What follows belongs to an exercise in optimizing a design on an open flow for small area, a short achievable clock period and few clock cycles per item; a production flow would make more cautious choices.
Where RTL was checked, it was by simulation tests only, not by an equivalence proof against the original.
Function not checked in run 1: the RTL went through the layout flow alone.
Power is estimated from default activity; no workload was simulated.

## flow/design.v (module list and top-level ports; edited modules follow where they fit)
// module running_mean_stddev: 233 lines
// module rms_add32: 215 lines
// module rms_add34: 226 lines
// module rms_add62: 413 lines
// module rms_add64: 436 lines
// module rms_add65: 440 lines
// module rms_sqacc: 646 lines
module running_mean_stddev #(
    parameter int MAX_COUNT   = 65536,
    parameter int FRAC_BITS   = 16
) (
    input  logic        aclk,
    input  logic        aresetn,
    input  logic        s_axis_tvalid,
    output logic        s_axis_tready,
    input  logic [15:0] s_axis_tdata,    
    input  logic        s_axis_tlast,
    output logic        m_axis_tvalid,
    input  logic        m_axis_tready,
    output logic [87:0] m_axis_tdata,    
    input  logic        psel,
    input  logic        penable,
    input  logic        pwrite,
    input  logic [1:0]  paddr,
    input  logic [31:0] pwdata,
    output logic [31:0] prdata,
    output logic        pready
);
  // ...
==> flow/run.sh <==
#!/bin/bash
# synth_recipe.tcl (not shown) runs the flow's synth.tcl, then flattens the netlist and writes it again
# the make line also repeats each setting of config.mk as NAME=value (left out here)
make -C /OpenROAD-flow-scripts/flow DESIGN_CONFIG=/design/flow/config.mk WORK_HOME=/design/flow/orfs CLKGATE_MAP_FILE= SYNTH_SCRIPT=/design/flow/synth_recipe.tcl finish
==> flow/config.mk <==
export PLATFORM = sky130hd
export DESIGN_NAME = running_mean_stddev
export DESIGN_NICKNAME = running_mean_stddev
export VERILOG_FILES = /design/flow/design.v
export SDC_FILE = /design/flow/constraint.sdc
export NUM_CORES = 4
export LEC_CHECK = 0
export CAP_MARGIN = 20
export CORE_MARGIN = 2
export CORE_UTILIZATION = 40
export SETUP_SLACK_MARGIN = 5
export SLEW_MARGIN = 20
==> flow/constraint.sdc <==
create_clock -name core_clock -period 11.0 [get_ports {aclk}]
set_input_delay 2.2000 -clock core_clock [delete_from_list [all_inputs] [get_ports {aclk}]]
set_output_delay 2.2000 -clock core_clock [all_outputs]
set_load 0.01 [all_outputs]
==> metrics.yaml, run 1 <==
syn_avg_cell_area_um2: 10.2
combPwrFrac_pct: 36.0
drtPass1Iterations: 7
cp-start-kind: "register"
worst_pin_slew_ns: 1.11
fill_cells: 10800
yosysUniqueCellTypes: 78
inv_count: 569
path_depth: 22
holdPathEnd: "bq[9]$_DFFE_PP_"
synth_area_um2: 46400
status: "no timing/DRC/antenna violations"
critical_path_class: "register to register"
totalWireLength_mm: 108
worst_slack_ns: 5.31
rr_worst_depth: 22
die_y_um: 344
grt_max_degree: 107
buffers: 162
peakVddDrop_uv: 149
top_regs: "aN x64, bR x64, bP x62"
worstSetupEndpointType: "register"
pg_clk_w: 0.00296
cts_tree: "built"
r2r-end: "aN[63]$_SDFFE_PP0P_"
synth_area_leader_cell: "edfxtp_1"
powerSeq_w: 0.00321
==> module running_mean_stddev, before the edit <==
module running_mean_stddev #(
    parameter int MAX_COUNT   = 65536,
    parameter int FRAC_BITS   = 16
) (
    input  logic        aclk,
    input  logic        aresetn,
    input  logic        s_axis_tvalid,
    output logic        s_axis_tready,
    input  logic [15:0] s_axis_tdata,    
    input  logic        s_axis_tlast,
    output logic        m_axis_tvalid,
    input  logic        m_axis_tready,
    output logic [87:0] m_axis_tdata,    
    input  logic        psel,
    input  logic        penable,
    input  logic        pwrite,
    input  logic [1:0]  paddr,
    input  logic [31:0] pwdata,
    output logic [31:0] prdata,
    output logic        pready
);
    localparam int CW = rms_pkg::CNT_W;
    localparam int SW = rms_pkg::SUM_W;
    localparam int QW = rms_pkg::SQ_W;
    localparam logic [2:0] A_IDLE  = 3'd0;
    localparam logic [2:0] A_PREP1 = 3'd1;
    localparam logic [2:0] A_PREP2 = 3'd2;
    localparam logic [2:0] A_RUN   = 3'd3;
    localparam logic [2:0] A_DONE  = 3'd4;
    logic mode_reg;
    always_ff @(posedge aclk) begin
        if (!aresetn) mode_reg <= 1'b0;
        else if (psel && penable && pwrite && paddr == 2'd0) mode_reg <= pwdata[0];
    end
    assign pready = 1'b1;
    assign prdata = {31'd0, mode_reg};
    logic        f0_v, f0_l, f0_m;
    logic [14:0] f0_y;         
    logic        f0_s;         
    logic        g_reg;        
    logic        rdy_reg;      
    logic        aok_reg;      
    logic [2:0]  a_st;
    logic [4:0]  a_step;
    logic        b_run, b_valid;
    logic [4:0]  b_step;
    logic acc_in, f0_hold, f0_go, a_load, b_free, a_hand;
    assign s_axis_tready = rdy_reg;
    assign acc_in  = s_axis_tvalid && rdy_reg;
    assign f0_hold = f0_v && f0_l && !aok_reg;
    assign f0_go   = f0_v && !f0_hold;
    assign a_load  = f0_go && f0_l;
    assign b_free  = !b_run && (!b_valid || m_axis_tready);
    assign a_hand  = (a_st == A_DONE) && b_free;
    logic [2:0] a_st_n;
    logic       f0_v_n, f0_l_n, b_run_n, b_valid_n, aok_n, g_n;
    always_comb begin
        a_st_n = a_st;
        unique case (a_st)
            A_IDLE:  a_st_n = A_IDLE;
            A_PREP1: a_st_n = A_PREP2;
            A_PREP2: a_st_n = A_RUN;
            A_RUN:  a_st_n = (a_step == 5'd0) ? A_DONE : A_RUN;
            A_DONE: a_st_n = a_hand ? A_IDLE : A_DONE;
            default: a_st_n = A_IDLE;
        endcase
        if (a_load) a_st_n = A_PREP1;
    end
    assign b_run_n   = a_hand || (b_run && b_step != 5'd31);
    assign b_valid_n = (b_run && b_step == 5'd31) || (b_valid && !m_axis_tready);
    assign aok_n     = (a_st_n == A_IDLE) || (a_st_n == A_DONE && !b_run_n && !b_valid_n);
    assign f0_v_n    = f0_hold || acc_in;
    assign f0_l_n    = f0_hold || s_axis_tlast;
    assign g_n       = f0_v_n && !(f0_l_n && !aok_n) && (a_load || !cnt_n[CW-1]);
    always_ff @(posedge aclk) begin
        if (!aresetn) begin
            rdy_reg <= 1'b1;
            aok_reg <= 1'b1;
            f0_v    <= 1'b0;
            g_reg   <= 1'b0;
            a_st    <= A_IDLE;
            b_run   <= 1'b0;
            b_valid <= 1'b0;
        end else begin
            rdy_reg <= !(f0_v_n && f0_l_n) || aok_n;
            aok_reg <= aok_n;
            f0_v    <= f0_v_n;
            g_reg   <= g_n;
            a_st    <= a_st_n;
            b_run   <= b_run_n;
            b_valid <= b_valid_n;
        end
    end
    always_ff @(posedge aclk) begin
        if (!f0_hold) begin
            f0_y <= s_axis_tdata[14:0] ^ {15{s_axis_tdata[15]}};
            f0_s <= s_axis_tdata[15];
            f0_l <= s_axis_tlast;
            f0_m <= mode_reg;
        end
    end
    logic [CW-1:0] cnt_reg, cnt_n;
    logic [SW-1:0] sum_reg, sum_n;
    logic [QW-1:0] acc_s, acc_c, ns, nc;
    logic          ovf_reg, ovf_n, clear;
    logic [14:0]   y_eff;
    logic          s_eff;
    assign y_eff = g_reg ? f0_y : 15'd0;
    assign s_eff = g_reg && f0_s;
    rms_add32 u_sum (.a(sum_reg), .b({{(SW-15){s_eff}}, y_eff ^ {15{s_eff}}}), .ci(1'b0), .s(sum_n));
    assign cnt_n = cnt_reg + CW'(g_reg);
    assign ovf_n = ovf_reg | (f0_go && cnt_reg[CW-1]);
    assign clear = !aresetn || a_load;
    rms_sqacc u_sq (.y(y_eff), .sgn(s_eff), .acc_s(acc_s), .acc_c(acc_c), .ns(ns), .nc(nc));
    always_ff @(posedge aclk) begin
        cnt_reg <= clear ? '0 : cnt_n;
        sum_reg <= clear ? '0 : sum_n;
        acc_s   <= clear ? '0 : ns;
        acc_c   <= clear ? '0 : nc;
        ovf_reg <= clear ? 1'b0 : ovf_n;
    end
    logic [CW-1:0] an;
    logic [SW-1:0] as;         
    logic [QW-1:0] aq;         
    logic [63:0]   aN;         
    logic [33:0]   aD;
    logic          aneg, aovf, amode;
    logic          nb, mb, flip;    
    logic [31:0] an32, lzx;
    logic [4:0]  lz_hi, a_idx;
    logic [63:0] a_s64, a_r0, a_r1, a_r2, a_cs, a_cc, a_sum;
    logic [33:0] a_dsum;
    assign an32  = 32'(an);
    assign lzx   = (as ^ {SW{as[SW-1]}}) | an32;
    always_comb begin
        lz_hi = 5'd0;
        for (int i = 0; i < 32; i++) if (lzx[i]) lz_hi = 5'(i);
    end
    assign a_idx = (a_st == A_PREP2) ? a_step : a_step - 5'd1;
    assign a_s64 = {{(64-SW){as[SW-1]}}, as};
    assign a_r0  = {aN[62:0], 1'b0};
    assign a_r1  = nb ? 64'(aq) : 64'd0;
    assign a_r2  = flip ? a_s64 : ~(mb ? a_s64 : 64'd0);
    assign a_cs  = a_r0 ^ a_r1 ^ a_r2;
    assign a_cc  = {((a_r0[62:0] & a_r1[62:0]) | (a_r0[62:0] & a_r2[62:0]) |
                     (a_r1[62:0] & a_r2[62:0])), !flip};
    rms_add64 u_aadd (.a(a_cs), .b(a_cc), .ci(1'b0), .s(a_sum));
    rms_add34 u_dadd (.a({aD[32:0], 1'b0}), .b(nb ? 34'(an - CW'(amode)) : 34'd0), .ci(1'b0), .s(a_dsum));
    always_ff @(posedge aclk) begin
        if (a_load) begin
            an    <= cnt_n;
            as    <= sum_n;
            aq    <= ns;
            aN    <= 64'(nc[QW-1:1]);
            aovf  <= ovf_n;
            amode <= f0_m && (cnt_n >= CW'(2));
            nb    <= 1'b1;
            mb    <= 1'b0;
            flip  <= 1'b0;
        end else if (a_st == A_PREP1) begin
            aN     <= a_sum;
            aneg   <= as[SW-1];
            a_step <= lz_hi + 5'(as[SW-1]);
        end else if (a_st == A_PREP2) begin
            aq     <= aN[QW-1:0];
            aN     <= '0;
            aD     <= '0;
            nb     <= an32[a_idx];
            mb     <= as[a_idx];
            flip   <= aneg;
        end else if (a_st == A_RUN) begin
            aN     <= a_sum;
            aD     <= a_dsum;
            a_step <= a_step - 5'd1;
            nb     <= an32[a_idx];
            mb     <= as[a_idx];
            flip   <= 1'b0;
        end
    end
    logic [64:0] bR;           
    logic [61:0] bP;
    logic [31:0] bL, bq, bZ;
    logic [33:0] bD;
    logic [15:0] brem;
    logic [CW-1:0] bn;
    logic [1:0]  bst;
    logic        bneg;
    logic        bs, bge;
    logic [64:0] b_t, b_x1, b_x2, b_cs, b_cc;
    logic [16:0] b_rem2;
    logic [17:0] b_diff;
    logic [47:0] b_dv;
    logic [64:0] b_rsum;
    logic [61:0] b_psum;
    rms_add65 u_radd (.a(b_cs), .b(b_cc), .ci(bs), .s(b_rsum));
    rms_add62 u_padd (.a({bP[60:0], 1'b0}), .b(bs ? 62'(bD) : ~{28'd0, bD}), .ci(!bs), .s(b_psum));
    assign bs   = !bR[64];
    assign b_t  = {bR[62:0], bL[31:30]};
    assign b_x1 = {1'b0, bP, 2'b00} ^ {65{bs}};
    assign b_x2 = ~{31'd0, bD};
    assign b_cs = b_t ^ b_x1 ^ b_x2;
    assign b_cc = {((b_t[63:0] & b_x1[63:0]) | (b_t[63:0] & b_x2[63:0]) |
                    (b_x1[63:0] & b_x2[63:0])), 1'b1};
    assign b_rem2 = {brem, bZ[31]};
    assign b_diff = {1'b0, b_rem2} - {1'b0, bn};
    assign bge    = !b_diff[17];
    assign b_dv = aneg ? {~as, 16'(-an)} : {as, 16'd0};
    always_ff @(posedge aclk) begin
        if (a_hand) begin
            bR   <= 65'(aN[63:32]);
            bL   <= aN[31:0];
            bP   <= '0;
            bD   <= aD;
            bn   <= an;
            bst  <= aovf ? rms_pkg::STATUS_OVERFLOW :
                    (an < CW'(2) ? rms_pkg::STATUS_FEW : rms_pkg::STATUS_OK);
            bneg <= aneg;
            brem <= b_dv[47:32];
            bZ   <= b_dv[31:0];
            b_step <= 5'd0;
        end else if (b_run) begin
            bR   <= b_rsum;
            bP   <= b_psum;
            bq   <= {bq[30:0], bs};
            bL   <= {bL[29:0], 2'b00};
            brem <= bge ? b_diff[15:0] : b_rem2[15:0];
            bZ   <= {bZ[30:0], bge ^ bneg};
            b_step <= b_step + 5'd1;
        end
    end
    assign m_axis_tvalid = b_valid;
    assign m_axis_tdata  = {5'd0, bst, bn, bq[30:0], !bR[64], bZ};
endmodule
==> inputs of run 2 (changes only) <==
--- a/flow/design.v
+++ b/flow/design.v
@@ -129,7 +129,7 @@
     end
     logic [CW-1:0] an;
     logic [SW-1:0] as;         
-    logic [QW-1:0] aq;         
+    logic [QW:0]   aq;         
     logic [63:0]   aN;         
     logic [33:0]   aD;
     logic          aneg, aovf, amode;
@@ -138,6 +138,10 @@
     logic [4:0]  lz_hi, a_idx;
     logic [63:0] a_s64, a_r0, a_r1, a_r2, a_cs, a_cc, a_sum;
     logic [33:0] a_dsum;
+    logic [CW-1:0] anm;
+    logic [17:0] a_qhi;
+    assign anm   = an - CW'(amode);
+    assign a_qhi = {1'b0, aN[QW-1:30]} - {1'b0, anm};
     assign an32  = 32'(an);
     assign lzx   = (as ^ {SW{as[SW-1]}}) | an32;
     always_comb begin
@@ -147,18 +151,18 @@
     assign a_idx = (a_st == A_PREP2) ? a_step : a_step - 5'd1;
     assign a_s64 = {{(64-SW){as[SW-1]}}, as};
     assign a_r0  = {aN[62:0], 1'b0};
-    assign a_r1  = nb ? 64'(aq) : 64'd0;
+    assign a_r1  = nb ? {{(64-QW-1){aq[QW]}}, aq} : 64'd0;
     assign a_r2  = flip ? a_s64 : ~(mb ? a_s64 : 64'd0);
     assign a_cs  = a_r0 ^ a_r1 ^ a_r2;
     assign a_cc  = {((a_r0[62:0] & a_r1[62:0]) | (a_r0[62:0] & a_r2[62:0]) |
                      (a_r1[62:0] & a_r2[62:0])), !flip};
     rms_add64 u_aadd (.a(a_cs), .b(a_cc), .ci(1'b0), .s(a_sum));
-    rms_add34 u_dadd (.a({aD[32:0], 1'b0}), .b(nb ? 34'(an - CW'(amode)) : 34'd0), .ci(1'b0), .s(a_dsum));
+    rms_add34 u_dadd (.a({aD[32:0], 1'b0}), .b(nb ? 34'(anm) : 34'd0), .ci(1'b0), .s(a_dsum));
     always_ff @(posedge aclk) begin
         if (a_load) begin
             an    <= cnt_n;
             as    <= sum_n;
-            aq    <= ns;
+            aq    <= {1'b0, ns};
             aN    <= 64'(nc[QW-1:1]);
             aovf  <= ovf_n;
             amode <= f0_m && (cnt_n >= CW'(2));
@@ -170,7 +174,7 @@
             aneg   <= as[SW-1];
             a_step <= lz_hi + 5'(as[SW-1]);
         end else if (a_st == A_PREP2) begin
-            aq     <= aN[QW-1:0];
+            aq     <= {a_qhi, aN[29:0]};
             aN     <= '0;
             aD     <= '0;
             nb     <= an32[a_idx];
@@ -187,7 +191,7 @@
     end
     logic [64:0] bR;           
     logic [61:0] bP;
-    logic [31:0] bL, bq, bZ;
+    logic [31:0] bL, bq, bZ;   
     logic [33:0] bD;
     logic [15:0] brem;
     logic [CW-1:0] bn;
@@ -214,30 +218,28 @@
     assign bge    = !b_diff[17];
     assign b_dv = aneg ? {~as, 16'(-an)} : {as, 16'd0};
     always_ff @(posedge aclk) begin
+        bR   <= a_hand ? {{31{aN[63]}}, aN[63:30]} : b_rsum;
+        bP   <= a_hand ? 62'(aD) : b_psum;
+        bL   <= a_hand ? {aN[29:0], 2'b00} : {bL[29:0], 2'b00};
+        brem <= a_hand ? b_dv[46:31] : (bge ? b_diff[15:0] : b_rem2[15:0]);
+    end
+    always_ff @(posedge aclk) begin
         if (a_hand) begin
-            bR   <= 65'(aN[63:32]);
-            bL   <= aN[31:0];
-            bP   <= '0;
             bD   <= aD;
             bn   <= an;
             bst  <= aovf ? rms_pkg::STATUS_OVERFLOW :
                     (an < CW'(2) ? rms_pkg::STATUS_FEW : rms_pkg::STATUS_OK);
             bneg <= aneg;
-            brem <= b_dv[47:32];
-            bZ   <= b_dv[31:0];
-            b_step <= 5'd0;
+            bZ   <= {b_dv[30:0], aneg};
+            b_step <= 5'd1;
         end else if (b_run) begin
-            bR   <= b_rsum;
-            bP   <= b_psum;
-            bq   <= {bq[30:0], bs};
-            bL   <= {bL[29:0], 2'b00};
-            brem <= bge ? b_diff[15:0] : b_rem2[15:0];
+            bq   <= (b_step == 5'd31) ? {bq[29:0], bs, !b_rsum[64]} : {bq[30:0], bs};
             bZ   <= {bZ[30:0], bge ^ bneg};
             b_step <= b_step + 5'd1;
         end
     end
     assign m_axis_tvalid = b_valid;
-    assign m_axis_tdata  = {5'd0, bst, bn, bq[30:0], !bR[64], bZ};
+    assign m_axis_tdata  = {5'd0, bst, bn, bq, bZ};
 endmodule
 module rms_add32 (
     input  logic [31:0] a,
--- a/flow/config.mk
+++ b/flow/config.mk
@@ -5,6 +5,7 @@
 export SDC_FILE = /design/flow/constraint.sdc
 export NUM_CORES = 4
 export LEC_CHECK = 0
+export ABC_AREA = 1
 export CAP_MARGIN = 20
 export CORE_MARGIN = 2
 export CORE_UTILIZATION = 40
==> run 2 against run 1 <==
  * Still clean on timing, DRC and antenna
  * Design area shrank 3.9%
  * Cell count increased by 5.4%
  * Worst setup slack gained 0.013 ns
  * Fmax increased by 0.24%
  * Count of clock-buffer cells in the layout is 3 higher
  * Hold slack got worse by 0.013 ns
  * Routed wire length is 2.5% lower
  * Via count fell by 0.26%
  * Combinational power rose to 3.0 times the previous value
  * Critical endpoint unchanged
  * Largest power group unchanged
==> metrics.yaml, run 2 <==
cts-resized-gates: 4  # was 6
die_x_um: 339  # was 344 um
synth_area_um2: 44800  # was 46,400 um2
netlist_top_cells_area: "edfxtp_1, dfxtp_1, fa_1, ha_1, inv_1"  # was edfxtp_1, fa_1, dfxtp_1, ha_1, inv_1
synth_top_family_by_area: "adder cells"  # unchanged
place_congestion: 0.911  # was 0.831
cts_setup_buffers: 0  # was 9
antenna_found_initial: 1  # unchanged
grt.met2_usage_pct: 30.6  # was 30.7%
holdPathEnd: "bL[25]$_DFF_P_"  # was bq[9]$_DFFE_PP_
crit_slowest_cell: "fa_1"  # unchanged
synth_xor_area_share_pct: 5.87  # was 5.97%
final_util_pct: 45.0  # was 45.3%
worstSetupEndpointType: "register"  # unchanged
grt_usage_pct: 18.4  # about the same
totalWireLength_mm: 105  # was 108 mm
io_buffers: 112  # unchanged
ant_nets: 0  # unchanged
max_freq_ghz: 0.176  # about the same
leakage_nw: 22.4  # was 23.4 nW
rsz0062_at_grt: "yes"  # unchanged
r2r_start: "flip$_SDFFE_PP0P_"  # was as[31]$_DFFE_PP_
peakVddDrop_uv: 158  # was 149 uV
synth_flop_cell: "dfxtp_1"  # was edfxtp_1
synth_top_cells_by_count: "inv_1, nand2_1, nor2_1"  # was inv_1, edfxtp_1, nand2_1
cts_hold_buf: 0  # unchanged
r2r_slack_ns: 5.32  # was 5.31 ns
cts.clk_slew.worst_paths_ns: 0.06  # about the same
use_met1_pct: 25.2  # was 25.0%
power_density_nw_per_um2: 335  # was 186 nW/um2
layout_common_cells: "inv_1, nand2_1, nor2_1"  # was inv_1, edfxtp_1, nand2_1
hp-start: "bL[23]$_DFF_P_"  # was bq[8]$_DFFE_PP_
antenna-diode-count: 0  # unchanged
slew_headroom_pct: 28.7  # was 25.7%
htree_levels: 3  # unchanged
skew_ns: 0.0225  # was 0.0406 ns
drv_cap: 0  # unchanged
worstSkewPairLatency_ns: 0.65  # was 0.68 ns
critPathMaxFanout: 34  # was 56
num_vias: 31300  # was 31,400
drtPass1Iterations: 5  # was 7
setup_violations: 0  # unchanged
first_global_vias: 31300  # was 32,000
yosysUniqueCellTypes: 57  # was 78
grt.overflow.total: 0  # unchanged
top_usage_layer: "met2"  # unchanged
drt_iter0_markers: 2180  # was 1,922
grt_max_degree: 116  # was 107
rr_worst_depth: 30  # was 22
arrival_ns: 6.25  # was 6.23 ns
coreArea_um2: 111000  # was 115,000 um2
area_delta_synth_final_pct: 11.4  # was 11.9%
timing.final.crit_period_ns: 5.68  # was 5.69 ns
ys_seq_area_share_pct: 37.2  # was 37.6%
io_pins: 181  # unchanged
grt_pass1_wl_mm: 169  # was 174 mm
syn_inst: 4838  # was 4,527
hold_class: "register to register"  # unchanged
clock_path_buffers: 3  # unchanged
fin_nets: 5691  # was 5,329
r2r-end: "aN[63]$_SDFFE_PP0P_"  # unchanged
worst_pin_slew_ns: 1.07  # was 1.11 ns
yosysMostFrequentCell: "inv_1"  # unchanged
status: "no timing/DRC/antenna violations"  # unchanged
synth-simple-area-share_pct: 10.8  # was 12.2%
required_ns: 11.57  # was 11.54 ns
holdWs_ns: 0.430  # was 0.443 ns
cp-start-kind: "register"  # unchanged
dp_hpwl_mm: 79.1  # was 76.6 mm
synth_area_leader_cell: "edfxtp_1"  # unchanged
critical_path_class: "register to register"  # unchanged
initial_core_util_pct: 40.4  # about the same
synth_top_area_share_pct: 21.5  # was 25.8%
yosysWarnings: 1  # unchanged
synth-compound-area-share_pct: 10.2  # was 10.3%
cts_made_buffers: 78  # was 83
cts_tree: "built"  # unchanged
synth-adder-area-share_pct: 25.9  # was 24.8%
syn_avg_cell_area_um2: 9.25  # was 10.2 um2
cp_common_cell: "nand2_1"
grtUsageMet3_pct: 2.87  # was 2.59%
wl_per_cell_um: 16.2  # was 17.6 um
max_stage_delay_ns: 0.47  # was 0.51 ns
setup_tns_ns: 0  # unchanged
top_regs: "aN x64, bR x64, bP x62"  # unchanged
synth_edf_count: 320  # was 399
drive_gt1_share_pct: 4.56  # was 5.21%
via_per_inst: 4.85  # was 5.12
synth_seq_cells: 672  # unchanged
timing.final.crit_share_pct: 51.6  # was 51.7%
die_area_um2: 115000  # was 119,000 um2
async_reset_ff_share_pct: 0  # unchanged
final_common_cell: "inv_1"  # unchanged
slew_viol_final: 0  # unchanged
holdPathStages: 2  # was 0
cts_sinks: 672  # unchanged
die_y_um: 339  # was 344 um
rows: 122  # was 124
synth.area.mux_share_pct: 0  # was 2.05%
drc: 0  # unchanged
hold_violations: 0  # unchanged
cts_root_buf: "clkbuf_16"  # unchanged
run 2: how the worst max path moves through the flow:
stage / end / from / cells past startpoint / slack, ns
5_1_grt: aN[63]$_SDFFE_PP0P_ / flip$_SDFFE_PP0P_ / 28 / 4.92
3_5_place_dp: aN[63]$_SDFFE_PP0P_ / flip$_SDFFE_PP0P_ / 27 / 4.46
2_1_floorplan: bR[47]$_DFF_P_ / bR[64]$_DFF_P_ / 26 / 5.19
3_3_place_gp: aN[63]$_SDFFE_PP0P_ / flip$_SDFFE_PP0P_ / 27 / 4.48
6_report: aN[63]$_SDFFE_PP0P_ / flip$_SDFFE_PP0P_ / 30 / 5.32
4_1_cts: aN[63]$_SDFFE_PP0P_ / flip$_SDFFE_PP0P_ / 29 / 5.04
run 2: cell families (layout without fill, tap and decap cells):
logic type	after synthesis	count (layout)
simple gates	1204	1204
other cells	2	37
xor+xnor	300	300
compound gates	800	800
buf+inv	1139	1244
flops	672	672
fa+ha+maj	721	721
run 2: through the flow:
stage	worst slack (ns)	cells	cell area, um2	total power, W
after global routing	4.92	6466	49900	0.0187
after global placement	4.48	6319	47300	0.0139
after floorplan	5.19	4873	44900	0.0119
final	5.32	6466	49900	0.0167
after CTS	5.04	6466	49800	0.0169
after detailed placement	4.46	6320	47300	0.0142
run 2: metal layers:
metal / vias to the layer above / wire [um]
li1: 15500 / -
met1: 15000 / 47900
met2: 658 / 49300
met3: 157 / 5320
met4: 0 / 2450
met5: - / 0
run 2: critical path: cells and delay by family, from the launching register on:
family                     cells  cell delay [ns]
xor gates and xnor gates       1             0.27
buffers and inverters          5             0.59
adders and majority gates      4             1.36
DFF                            1             0.30
and+or+nand+nor                6             0.56
AOI/OAI and AO/OA             14             2.49
run 2: final cells by class:
cell class | count | area, um2
fill | 10700 | 61000
multi-input combinational | 3062 | 23900
sequential | 672 | 16700
inverter | 961 | 3610
clock buffer | 117 | 2320
tap | 1488 | 1860
timing repair buffer | 137 | 1340
clock inverter | 29 | 210
run 2: where the power goes:
group / internal, W / leakage, nW / switching (W)
clock: 0.00150 / 1.23 / 0.00108
sequential: 0.00351 / 5.86 / 0.000344
combinational: 0.00448 / 15.3 / 0.00580
Testbench counts of run 2, summed over its fixed seeds: cycles 12,376, items 320.
==> inputs of run 3 (changes only) <==
--- a/flow/config.mk
+++ b/flow/config.mk
@@ -8,6 +8,6 @@
 export ABC_AREA = 1
 export CAP_MARGIN = 20
 export CORE_MARGIN = 2
-export CORE_UTILIZATION = 40
+export CORE_UTILIZATION = 50
 export SETUP_SLACK_MARGIN = 5
 export SLEW_MARGIN = 20
==> run 3 against run 2 <==
  * Die area is 20% lower
  * Hold slack worse by 0.0034 ns
  * Design area is 0.58% lower
  * Highest routed layer unchanged
  * Still clean
  * Critical path type unchanged
  * Count of clock-buffer cells in the layout is 16 lower
==> metrics.yaml, run 3 <==
power_density_nw_per_um2: 336  # was 335 nW/um2
ys_seq_area_share_pct: 37.2  # unchanged
num_vias: 31100  # was 31,300
p_sw_w: 0.00717  # was 0.00722 W
antenna-diode-count: 0  # unchanged
rsz0062_at_grt: "yes"  # unchanged
place_congestion: 0.879  # was 0.911
hold_violations: 0  # unchanged
die_x_um: 303  # was 339 um
synth_seq_cells: 672  # unchanged
via_per_inst: 5.06  # was 4.85
synth_flop_cell: "dfxtp_1"  # unchanged
dp_hpwl_mm: 78.0  # was 79.1 mm
p_int_w: 0.00950  # was 0.00949 W
io_pins: 181  # unchanged
crit_slowest_cell: "fa_1"  # unchanged
max_stage_delay_ns: 0.40  # was 0.47 ns
combPwrFrac_pct: 60.9  # was 61.5%
die_y_um: 303  # was 339 um
dp_cells: 5996  # was 6,320
layout_common_cells: "inv_1, nand2_1, nor2_1"  # unchanged
peakVddDrop_uv: 165  # was 158 uV
drt_iter0_markers: 1712  # was 2,180
cts_made_buffers: 79  # was 78
synth_top_cells_by_count: "inv_1, nand2_1, nor2_1"  # unchanged
cts_root_buf: "clkbuf_16"  # unchanged
slew_headroom_pct: 28.5  # was 28.7%
hold_class: "register to register"  # unchanged
cp_common_cell: "nand2_1"  # unchanged
leakage_nw: 22.5  # was 22.4 nW
drv_cap: 0  # unchanged
yosysMostFrequentCell: "inv_1"  # unchanged
synth_top_area_share_pct: 21.5  # unchanged
worstSkewPairLatency_ns: 0.65  # about the same
fin_nets: 5696  # was 5,691
cts_sinks: 672  # unchanged
rows: 109  # was 122
cts.clk_slew.worst_paths_ns: 0.06  # about the same
grt.overflow.total: 0  # unchanged
setup_tns_ns: 0  # unchanged
totalWireLength_mm: 104  # was 105 mm
required_ns: 11.58  # was 11.57 ns
synth_area_um2: 44800  # unchanged
critical_path_class: "register to register"  # unchanged
yosysWarnings: 1  # unchanged
syn_inst: 4838  # unchanged
top_regs: "aN x64, bR x64, bP x62"  # unchanged
drc: 0  # unchanged
slew_viol_final: 0  # unchanged
htree_levels: 3  # unchanged
worst_pin_slew_ns: 1.07  # about the same
drtPass1Iterations: 5  # unchanged
arrival_ns: 6.08  # was 6.25 ns
switching_share_pct: 43.0  # was 43.2%
pwr-share-clk_pct: 16.0  # was 15.5%
fill_cells: 7973  # was 10,700
max_freq_ghz: 0.182  # was 0.176 GHz
fin_cells: 6149  # was 6,466
final_common_cell: "inv_1"  # unchanged
critPathMaxFanout: 29  # was 34
status: "no timing/DRC/antenna violations"  # unchanged
syn_avg_cell_area_um2: 9.25  # unchanged
synth_edf_count: 320  # unchanged
timing.final.crit_period_ns: 5.50  # was 5.68 ns
wl_per_cell_um: 16.9  # was 16.2 um
seqPwrFrac_pct: 23.1  # was 23.0%
async_reset_ff_share_pct: 0  # unchanged
setup_violations: 0  # unchanged
antenna_found_initial: 0  # was 1
grt_usage_pct: 23.2  # was 18.4%
first_global_vias: 31300  # about the same
timing.final.crit_share_pct: 50.0  # was 51.6%
initial_core_util_pct: 50.6  # was 40.4%
coreArea_um2: 88500  # was 111,000 um2
netlist_top_cells_area: "edfxtp_1, dfxtp_1, fa_1, ha_1, inv_1"  # unchanged
worstSetupEndpointType: "register"  # unchanged
ant_nets: 0  # unchanged
clock_path_buffers: 3  # unchanged
die_area_um2: 91900  # was 115,000 um2
grt_max_degree: 195  # was 116
skew_ns: 0.0174  # was 0.0225 ns
drive_gt1_share_pct: 5.02  # was 4.56%
cp-start-kind: "register"  # unchanged
synth_area_leader_cell: "edfxtp_1"  # unchanged
yosysUniqueCellTypes: 57  # unchanged
area_delta_synth_final_pct: 10.8  # was 11.4%
grt_pass1_wl_mm: 167  # was 169 mm
io_buffers: 112  # unchanged
cts_tree: "built"  # unchanged
==> run 3: cell counts after synthesis <==
Identical to the previous run, type by type.
==> run 3: cells by family (layout without fill, tap and decap cells) <==
family / Yosys count / after routing / share of synthesized area, %
and+or+nand+nor: 1204 / 1204 / 10.8
buffers and inverters: 1139 / 1250 / 9.95
AOI/OAI and AO/OA: 800 / 800 / 10.2
adders and majority gates: 721 / 721 / 25.9
DFF: 672 / 672 / 37.2
xor gates and xnor gates: 300 / 300 / 5.87
other: 2 / 37 / 0.0168
==> run 3: layout make-up <==
class | instances | area, um2 | area share, %
Sequential cell | 672 | 16700 | 33.6
Multi-Input combinational cell | 3062 | 23900 | 48.1
Inverter | 961 | 3620 | 7.30
Tap cell | 1165 | 1460 | 2.94
Timing Repair Buffer | 141 | 1370 | 2.77
Clock inverter | 47 | 463 | 0.934
Clock buffer | 101 | 2140 | 4.32
==> run 3: routing by layer <==
metal  global-route usage (%)  routed length (um)  vias up
li1                         -                   -    15500
met2                     40.5               51400      540
met5                        0                   0        -
met1                     30.5               46000    14900
met4                     6.72                2880        0
met3                     2.46                3930      152
==> run 3: path summary, 6_finish.rpt <==
kind                                        from  cells past startpoint                     end  slack (ns)
worst max-delay path            g_reg$_SDFF_PN0_                     35  sum_reg[31]$_SDFF_PP0_        5.50
worst min-delay path              bL[20]$_DFF_P_                      2          bL[22]$_DFF_P_        0.43
worst max register to register  g_reg$_SDFF_PN0_                     35  sum_reg[31]$_SDFF_PP0_        5.50
worst min register to register    bL[20]$_DFF_P_                      2          bL[22]$_DFF_P_        0.43
==> run 3: repair_timing <==
item                       4_1_cts  5_1_grt
hold buffers                     0        0
gates resized for setup          1       12
pin swaps                        0        2
setup endpoints to repair        2       18
gates cloned                     0        0
setup buffers                    0        5
==> run 3: power groups by stage <==
stage | Combinational [W] | Clock [W] | Sequential [W]
floorplan | 0.00810 | 0 | 0.00379
global placement | 0.00996 | 0 | 0.00390
detailed placement | 0.0102 | 0 | 0.00391
CTS | 0.0103 | 0.00272 | 0.00386
global route | 0.0119 | 0.00281 | 0.00393
finish | 0.0102 | 0.00266 | 0.00386
==> run 3: critical path, delay by kind of cell (launching register included) <==
| kind | cells | cell delay, ns |
|---|---|---|
| simple gates | 18 | 1.59 |
| buf+inv | 6 | 0.99 |
| xor+xnor | 1 | 0.20 |
| flops | 1 | 0.31 |
| compound gates | 6 | 1.03 |
| fa+ha+maj | 4 | 1.26 |
==> run 3: metrics by stage <==
stage | total power (W) | setup slack [ns] | cell area, um2 | hold slack [ns] | util, %
detailed placement | 0.0141 | 4.97 | 46900 | 0.417 | 53.0
CTS | 0.0169 | 5.05 | 49500 | 0.430 | 55.9
floorplan | 0.0119 | 5.19 | 44900 | 0.406 | -
global route | 0.0186 | 4.99 | 49600 | 0.463 | 56.0
finish | 0.0167 | 5.50 | 49600 | 0.427 | 56.0
global placement | 0.0139 | 5.03 | 46900 | 0.414 | 53.0
==> inputs of run 4 (changes only) <==
--- a/flow/config.mk
+++ b/flow/config.mk
@@ -8,6 +8,7 @@
 export ABC_AREA = 1
 export CAP_MARGIN = 20
 export CORE_MARGIN = 2
-export CORE_UTILIZATION = 50
+export CORE_UTILIZATION = 40
+export PLACE_DENSITY = 0.7
 export SETUP_SLACK_MARGIN = 5
 export SLEW_MARGIN = 20
==> run 4 against run 3 <==
  * Still clean on timing, DRC and antenna
  * Worst setup slack got worse by 0.049 ns
  * Total power increased by 0.13%
  * First-iteration DRC count increased by 20%
==> metrics.yaml, run 4 <==
synth_top_area_share_pct: 21.5  # unchanged
p_int_w: 0.00950  # about the same
io_buffers: 112  # unchanged
cp-start-kind: "register"  # unchanged
synth_flop_cell: "dfxtp_1"  # unchanged
dpl_worst_slack_ns: 4.73  # was 4.97 ns
die_x_um: 339  # was 303 um
synth_area_leader_cell: "edfxtp_1"  # unchanged
top_usage_layer: "met2"  # unchanged
final_common_cell: "inv_1"  # unchanged
totalWireLength_mm: 103  # was 104 mm
leakage_nw: 22.5  # about the same
peakVddDrop_uv: 188  # was 165 uV
critPathMaxFanout: 34  # was 29
worst_slack_ns: 5.45  # was 5.50 ns
cts_root_buf: "clkbuf_16"  # unchanged
synth_edf_count: 320  # unchanged
first_global_vias: 32100  # was 31,300
max_stage_delay_ns: 0.47  # was 0.40 ns
wl_per_cell_um: 16.0  # was 16.9 um
yosysMostFrequentCell: "inv_1"  # unchanged
num_vias: 31800  # was 31,100
dp_hpwl_mm: 77.8  # was 78.0 mm
yosysWarnings: 1  # unchanged
via_per_inst: 4.92  # was 5.06
synth_area_um2: 44800  # unchanged
combPwrFrac_pct: 61.5  # was 60.9%
critical_path_class: "register to register"  # unchanged
grt_usage_pct: 18.0  # was 23.2%
synth-simple-area-share_pct: 10.8  # unchanged
status: "no timing/DRC/antenna violations"  # unchanged
power_w: 0.0167  # about the same
drc: 0  # unchanged
cts_sinks: 672  # unchanged
worst_pin_slew_ns: 1.05  # was 1.07 ns
crit_slowest_cell: "fa_1"  # unchanged
ant_nets: 0  # unchanged
fin_nets: 5692  # was 5,696
syn_avg_cell_area_um2: 9.25  # unchanged
path_buf_inv: 5  # was 6
setup_violations: 0  # unchanged
required_ns: 11.56  # was 11.58 ns
skew_ns: 0.0251  # was 0.0174 ns
top_regs: "aN x64, bR x64, bP x62"  # unchanged
synth_seq_cells: 672  # unchanged
drtPass1Iterations: 5  # unchanged
die_y_um: 339  # was 303 um
drt_iter0_markers: 2054  # was 1,712
rows: 122  # was 109
synth_top_family_by_area: "adder cells"  # unchanged
synth-adder-area-share_pct: 25.9  # unchanged
yosysUniqueCellTypes: 57  # unchanged
grt_max_degree: 190  # was 195
hold_violations: 0  # unchanged
worstSkewPairLatency_ns: 0.64  # was 0.65 ns
synth_xor_area_share_pct: 5.87  # unchanged
drive_gt1_share_pct: 4.64  # was 5.02%
cp_common_cell: "nand2_1"  # unchanged
max_freq_ghz: 0.180  # was 0.182 GHz
setup_tns_ns: 0  # unchanged
cts.clk_slew.worst_paths_ns: 0.06  # about the same
grt.met2_usage_pct: 29.8  # was 40.5%
ys_seq_area_share_pct: 37.2  # unchanged
place_congestion: 0.937  # was 0.879
synth_top_cells_by_count: "inv_1, nand2_1, nor2_1"  # unchanged
grt.overflow.total: 0  # unchanged
switching_share_pct: 43.1  # was 43.0%
grtUsageMet3_pct: 4.07  # was 2.46%
cts_made_buffers: 74  # was 79
initial_core_util_pct: 40.4  # was 50.6%
worstSetupEndpointType: "register"  # unchanged
timing.final.crit_period_ns: 5.55  # was 5.50 ns
cts_hold_buf: 0  # unchanged
syn_inst: 4838  # unchanged
slew_headroom_pct: 29.7  # was 28.5%
hold_class: "register to register"  # unchanged
antenna_found_initial: 2  # was 0
grt_pass1_wl_mm: 167  # about the same
coreArea_um2: 111000  # was 88,500 um2
timing.final.crit_share_pct: 50.4  # was 50.0%
cts_tree: "built"  # unchanged
use_met1_pct: 23.3  # was 30.5%
seqPwrFrac_pct: 23.1  # about the same
netlist_top_cells_area: "edfxtp_1, dfxtp_1, fa_1, ha_1, inv_1"  # unchanged
area_delta_synth_final_pct: 11.5  # was 10.8%
clock_path_buffers: 3  # unchanged
async_reset_ff_share_pct: 0  # unchanged
synth-compound-area-share_pct: 10.2  # unchanged
pwr-share-clk_pct: 15.4  # was 16.0%
power_density_nw_per_um2: 334  # was 336 nW/um2
slew_viol_final: 0  # unchanged
synth.area.mux_share_pct: 0  # unchanged
layout_common_cells: "inv_1, nand2_1, nor2_1"  # unchanged
rsz0062_at_grt: "yes"  # unchanged
p_sw_w: 0.00720  # was 0.00717 W
arrival_ns: 6.11  # was 6.08 ns
htree_levels: 3  # unchanged
drv_cap: 0  # unchanged
io_pins: 181  # unchanged
cp_top_family: "compound AO/OA/AOI/OAI gates"  # was simple AND/OR/NAND/NOR gates
die_area_um2: 115000  # was 91,900 um2
[run 4: cell counts after synthesis]
No cell type changed its count.
[run 4: path summary, 6_finish.rpt]
check                                       start             endpoint  slack [ns]  depth (start not counted)
worst min register to register      bL[5]$_DFF_P_        bL[7]$_DFF_P_        0.43                          2
worst max-delay path            flip$_SDFFE_PP0P_  aN[63]$_SDFFE_PP0P_        5.45                         30
worst max register to register  flip$_SDFFE_PP0P_  aN[63]$_SDFFE_PP0P_        5.45                         30
worst min-delay path                bL[5]$_DFF_P_        bL[7]$_DFF_P_        0.43                          2
[run 4: power by group through the flow]
| stage | logic [W] | clock network, W | registers (W) |
|---|---|---|---|
| after global placement | 0.00981 | 0 | 0.00391 |
| after floorplan | 0.00810 | 0 | 0.00379 |
| after global routing | 0.0119 | 0.00272 | 0.00392 |
| after CTS | 0.0103 | 0.00262 | 0.00387 |
| after detailed placement | 0.0102 | 0 | 0.00392 |
| final | 0.0103 | 0.00258 | 0.00386 |
[run 4: timing repair]
action / CTS / global route
endpoints found under the setup margin: 6 / 32
gates resized for setup: 1 / 8
cloned: 0 / 0
setup buffers: 0 / 4
[run 4: cells by family (layout without fill, tap and decap cells)]
kind of cell,count (synthesis),in the layout
and+or+nand+nor,1204,1204
DFF,672,672
AOI/OAI and AO/OA,800,800
other,2,38
xor gates and xnor gates,300,300
adders and majority gates,721,721
buffers and inverters,1139,1241
[run 4: tightest hold or removal path, stage by stage, from the launching register on]
cell and delay [ns]:
dfxtp_1 0.31, nand2_1 0.04, o21ai_0 0.05
[run 4: cell type report]
class | count | area, um2
clock buffers | 111 | 2290
well taps | 1488 | 1860
inverters | 961 | 3610
flip-flops and latches | 672 | 16700
repair buffers | 142 | 1420
diodes | 1 | 2.50
clock inverters | 27 | 219
multi-input cells | 3062 | 23800
fillers | 10400 | 60900
[run 4: per-stage QoR]
step / instances / area (um2) / hold WS (ns) / util (%)
2_1_floorplan: 4873 / 44900 / 0.406 / -
3_3_place_gp: 6319 / 47300 / 0.418 / 42.7
3_5_place_dp: 6320 / 47300 / 0.420 / 42.7
4_1_cts: 6458 / 49800 / 0.434 / 45.0
5_1_grt: 6464 / 49900 / 0.444 / 45.0
6_report: 6464 / 49900 / 0.431 / 45.0
[run 4: metal layers]
metal / vias up / wire (um)
li1: 15500 / -
met1: 15300 / 44800
met2: 722 / 48400
met3: 210 / 6710
met4: 2 / 3350
met5: - / 8
==> inputs of run 5 (changes only) <==
--- a/flow/config.mk
+++ b/flow/config.mk
@@ -5,10 +5,8 @@
 export SDC_FILE = /design/flow/constraint.sdc
 export NUM_CORES = 4
 export LEC_CHECK = 0
-export ABC_AREA = 1
 export CAP_MARGIN = 20
 export CORE_MARGIN = 2
 export CORE_UTILIZATION = 40
-export PLACE_DENSITY = 0.7
 export SETUP_SLACK_MARGIN = 5
 export SLEW_MARGIN = 20
==> run 5 against run 4 <==
  * Still clean on timing, DRC and antenna
  * Combinational power up 5%
  * Routed wire length up 6.9%
  * Global-route usage up 0.92 points
  * Area after synthesis up 2.5%
  * First-iteration DRC count down 9.2%
  * Worst setup slack worse by 0.19 ns
  * Clock skew up 0.0057 ns
  * Die area up 2.5%
  * Largest power group unchanged
==> metrics.yaml, run 5 <==
grt_usage_pct: 18.9  # was 18.0%
htree_levels: 3  # unchanged
coreArea_um2: 114000  # was 111,000 um2
area_delta_synth_final_pct: 11.1  # was 11.5%
die_y_um: 343  # was 339 um
die_x_um: 343  # was 339 um
io_buffers: 112  # unchanged
via_per_inst: 5.12  # was 4.92
setup_violations: 0  # unchanged
wl_per_cell_um: 17.9  # was 16.0 um
cts_root_buf: "clkbuf_16"  # unchanged
drtPass1Iterations: 5  # unchanged
synth_top_cells_by_count: "inv_1, ha_1, nand2_1"  # was inv_1, nand2_1, nor2_1
final_common_cell: "inv_1"  # unchanged
drt_iter0_markers: 1865  # was 2,054
clock_path_buffers: 3  # unchanged
synth_area_um2: 45900  # was 44,800 um2
power_density_nw_per_um2: 339  # was 334 nW/um2
required_ns: 11.47  # was 11.56 ns
grt_pass1_wl_mm: 177  # was 167 mm
leakage_nw: 23.1  # was 22.5 nW
drc: 0  # unchanged
synth_top_area_share_pct: 20.9  # was 21.5%
netlist_top_cells_area: "edfxtp_1, dfxtp_1, fa_1, ha_1, inv_1"  # unchanged
hold_class: "register to register"  # unchanged
rows: 124  # was 122
critical_path_class: "register to register"  # unchanged
totalWireLength_mm: 110  # was 103 mm
timing.final.crit_share_pct: 52.1  # was 50.4%
timing.final.crit_period_ns: 5.73  # was 5.55 ns
grt_max_degree: 95  # was 190
cts_tree: "built"  # unchanged
skew_ns: 0.0307  # was 0.0251 ns
worst_pin_slew_ns: 1.01  # was 1.05 ns
num_vias: 31600  # was 31,800
place_congestion: 0.869  # was 0.937
drv_cap: 0  # unchanged
synth_flop_cell: "dfxtp_1"  # unchanged
yosysMostFrequentCell: "inv_1"  # unchanged
antenna-diode-count: 0  # was 1
antenna_found_initial: 0  # was 2
cts.clk_slew.worst_paths_ns: 0.07  # was 0.06 ns
max_freq_ghz: 0.174  # was 0.180 GHz
syn_avg_cell_area_um2: 9.99  # was 9.25 um2
setup_tns_ns: 0  # unchanged
ys_seq_area_share_pct: 36.3  # was 37.2%
cts_made_buffers: 76  # was 74
rsz0062_at_grt: "yes"  # unchanged
synth_area_leader_cell: "edfxtp_1"  # unchanged
initial_core_util_pct: 40.2  # was 40.4%
top_regs: "aN x64, bR x64, bP x62"  # unchanged
slew_headroom_pct: 32.5  # was 29.7%
dp_hpwl_mm: 81.1  # was 77.8 mm
worstSkewPairLatency_ns: 0.65  # was 0.64 ns
yosysWarnings: 1  # unchanged
first_global_vias: 32200  # was 32,100
grt.overflow.total: 0  # unchanged
cp-start-kind: "register"  # unchanged
async_reset_ff_share_pct: 0  # unchanged
syn_inst: 4594  # was 4,838
drive_gt1_share_pct: 5.31  # was 4.64%
rr_worst_depth: 22  # was 30
die_area_um2: 117000  # was 115,000 um2
holdPathStages: 2  # unchanged
seqCellArea_um2: 16700  # about the same
multiInputGateArea_um2: 26000  # was 23,800 um2
ant_nets: 0  # unchanged
synth_seq_cells: 672  # unchanged
status: "no timing/DRC/antenna violations"  # unchanged
hold_violations: 0  # unchanged
yosysUniqueCellTypes: 95  # was 57
fin_nets: 5384  # was 5,692
worstSetupEndpointType: "register"  # unchanged
cts_sinks: 672  # unchanged
worst_slack_ns: 5.27  # was 5.45 ns
layout_common_cells: "inv_1, ha_1, nand2_1"  # was inv_1, nand2_1, nor2_1
slew_viol_final: 0  # unchanged
synth_edf_count: 320  # unchanged
fill_cells: 10900  # was 10,400
io_pins: 181  # unchanged
arrival_ns: 6.20  # was 6.11 ns
dpl_worst_slack_ns: 4.30  # was 4.73 ns
peakVddDrop_uv: 166  # was 188 uV
critPathMaxFanout: 40  # was 34
[run 5: power breakdown]
group,switching (W),internal [W],leakage (nW)
combinational,0.00596,0.00486,16.0
sequential,0.000351,0.00348,5.86
clock,0.00108,0.00156,1.25
total,0.00739,0.00990,23.1
[run 5: per-layer routing]
| layer | wire length, um | global-route usage, % | up-vias |
|---|---|---|---|
| met5 | 0 | 0 | - |
| met4 | 4020 | 6.58 | 0 |
| met3 | 4660 | 2.95 | 200 |
| met2 | 51700 | 30.8 | 618 |
| met1 | 49900 | 25.6 | 15500 |
| li1 | - | - | 15300 |
[run 5: area by class of cell]
| type | instances | share of cell area (%) |
|---|---|---|
| clock buffer | 113 | 4.35 |
| clock inverter | 27 | 0.655 |
| inverter | 634 | 4.68 |
| multi-input combinational | 3073 | 51.0 |
| sequential | 672 | 32.7 |
| tap | 1512 | 3.71 |
| timing repair buffer | 148 | 2.87 |
[run 5: worst max-delay path, cell delays in order, from the launching register on]
cell,delay [ns]
dfxtp_4,0.60
buf_8,0.30
nand2_1,0.11
fa_1,0.50
inv_1,0.05
ha_1,0.33
a21o_1,0.18
a21o_1,0.17
a21oi_1,0.17
o21ai_0,0.10
a211oi_1,0.40
o21ai_4,0.17
a41oi_4,0.33
o31ai_4,0.16
a311oi_4,0.43
a21oi_1,0.15
o31ai_1,0.42
fa_1,0.26
xor2_1,0.17
xnor2_1,0.15
xnor2_1,0.16
xnor2_1,0.13
o21ai_0,0.08
[run 5: worst paths after layout]
path	slack, ns	end	startpoint
max	5.27	aN[63]$_SDFFE_PP0P_	nb$_SDFFE_PP1P_
min	0.41	bL[4]$_DFF_P_	bL[2]$_SDFF_PN0_
max reg2reg	5.27	aN[63]$_SDFFE_PP0P_	nb$_SDFFE_PP1P_
min reg2reg	0.41	bL[4]$_DFF_P_	bL[2]$_SDFF_PN0_
[run 5: what timing repair did]
item / CTS / global route
buffers inserted: 0 / 3
hold buffers: 0 / 0
pin swaps: 0 / 3
setup endpoints to repair: 11 / 14
gates resized for setup: 13 / 16
[run 5: kinds of logic after synthesis]
logic type,Yosys count,share of synthesized area [%]
simple gates,1153,12.3
other cells,2,0.0164
xor+xnor,330,6.30
compound gates,777,10.5
buf+inv,884,7.62
flops,672,36.3
fa+ha+maj,721,25.3
mux,55,1.64
[run 5: per-stage QoR]
stage | cell area, um2 | std cells | hold WS [ns] | total power, W | utilization [%]
2_1_floorplan | 46000 | 4629 | 0.401 | 0.0122 | -
3_3_place_gp | 48300 | 6036 | 0.412 | 0.0144 | 42.3
3_5_place_dp | 48300 | 6036 | 0.413 | 0.0147 | 42.3
4_1_cts | 50900 | 6176 | 0.408 | 0.0175 | 44.6
5_1_grt | 51000 | 6179 | 0.431 | 0.0192 | 44.7
6_report | 51000 | 6179 | 0.412 | 0.0173 | 44.7

-- afterwards: timing with drivers on the ports --
How much do the figures lean on ideal ports? The routed layouts below were timed once more, with nothing changed but the port constraints.
Step 1 (the two cells are an assumption about what drives the block):
set clk [get_ports {aclk}]
set_driving_cell -lib_cell sky130_fd_sc_hd__clkbuf_16 $clk
set_driving_cell -lib_cell sky130_fd_sc_hd__buf_2 [delete_from_list [all_inputs] $clk]
Step 2 moves the port delays by t, midway between the first and last clock arrival at a register: inputs arrive t later, outputs are due t later. That takes back most of the time a late clock gives input paths.
a / b / c = no drivers / after step 1 / after step 2; a / b = the first two.
run | shift t [ns] | setup WS [ns] | pins driven straight from the clock port
run 1 | 0.735 | 5.309 / 5.309 / 4.943 | 1
run 2 | 0.710 | 5.323 / 5.323 / 5.162 | 1
run 3 | 0.714 | 5.503 / 5.503 / 5.381 | 1
run 4 | 0.692 | 5.454 / 5.454 / 5.454 | 1
run 5 | 0.705 | 5.268 / 5.268 / 4.758 | 1
After both steps every run listed still meets setup and hold. The setup slack of run 5, which loses most, moves by 0.000 ns with the drivers and by -0.510 ns with both steps.
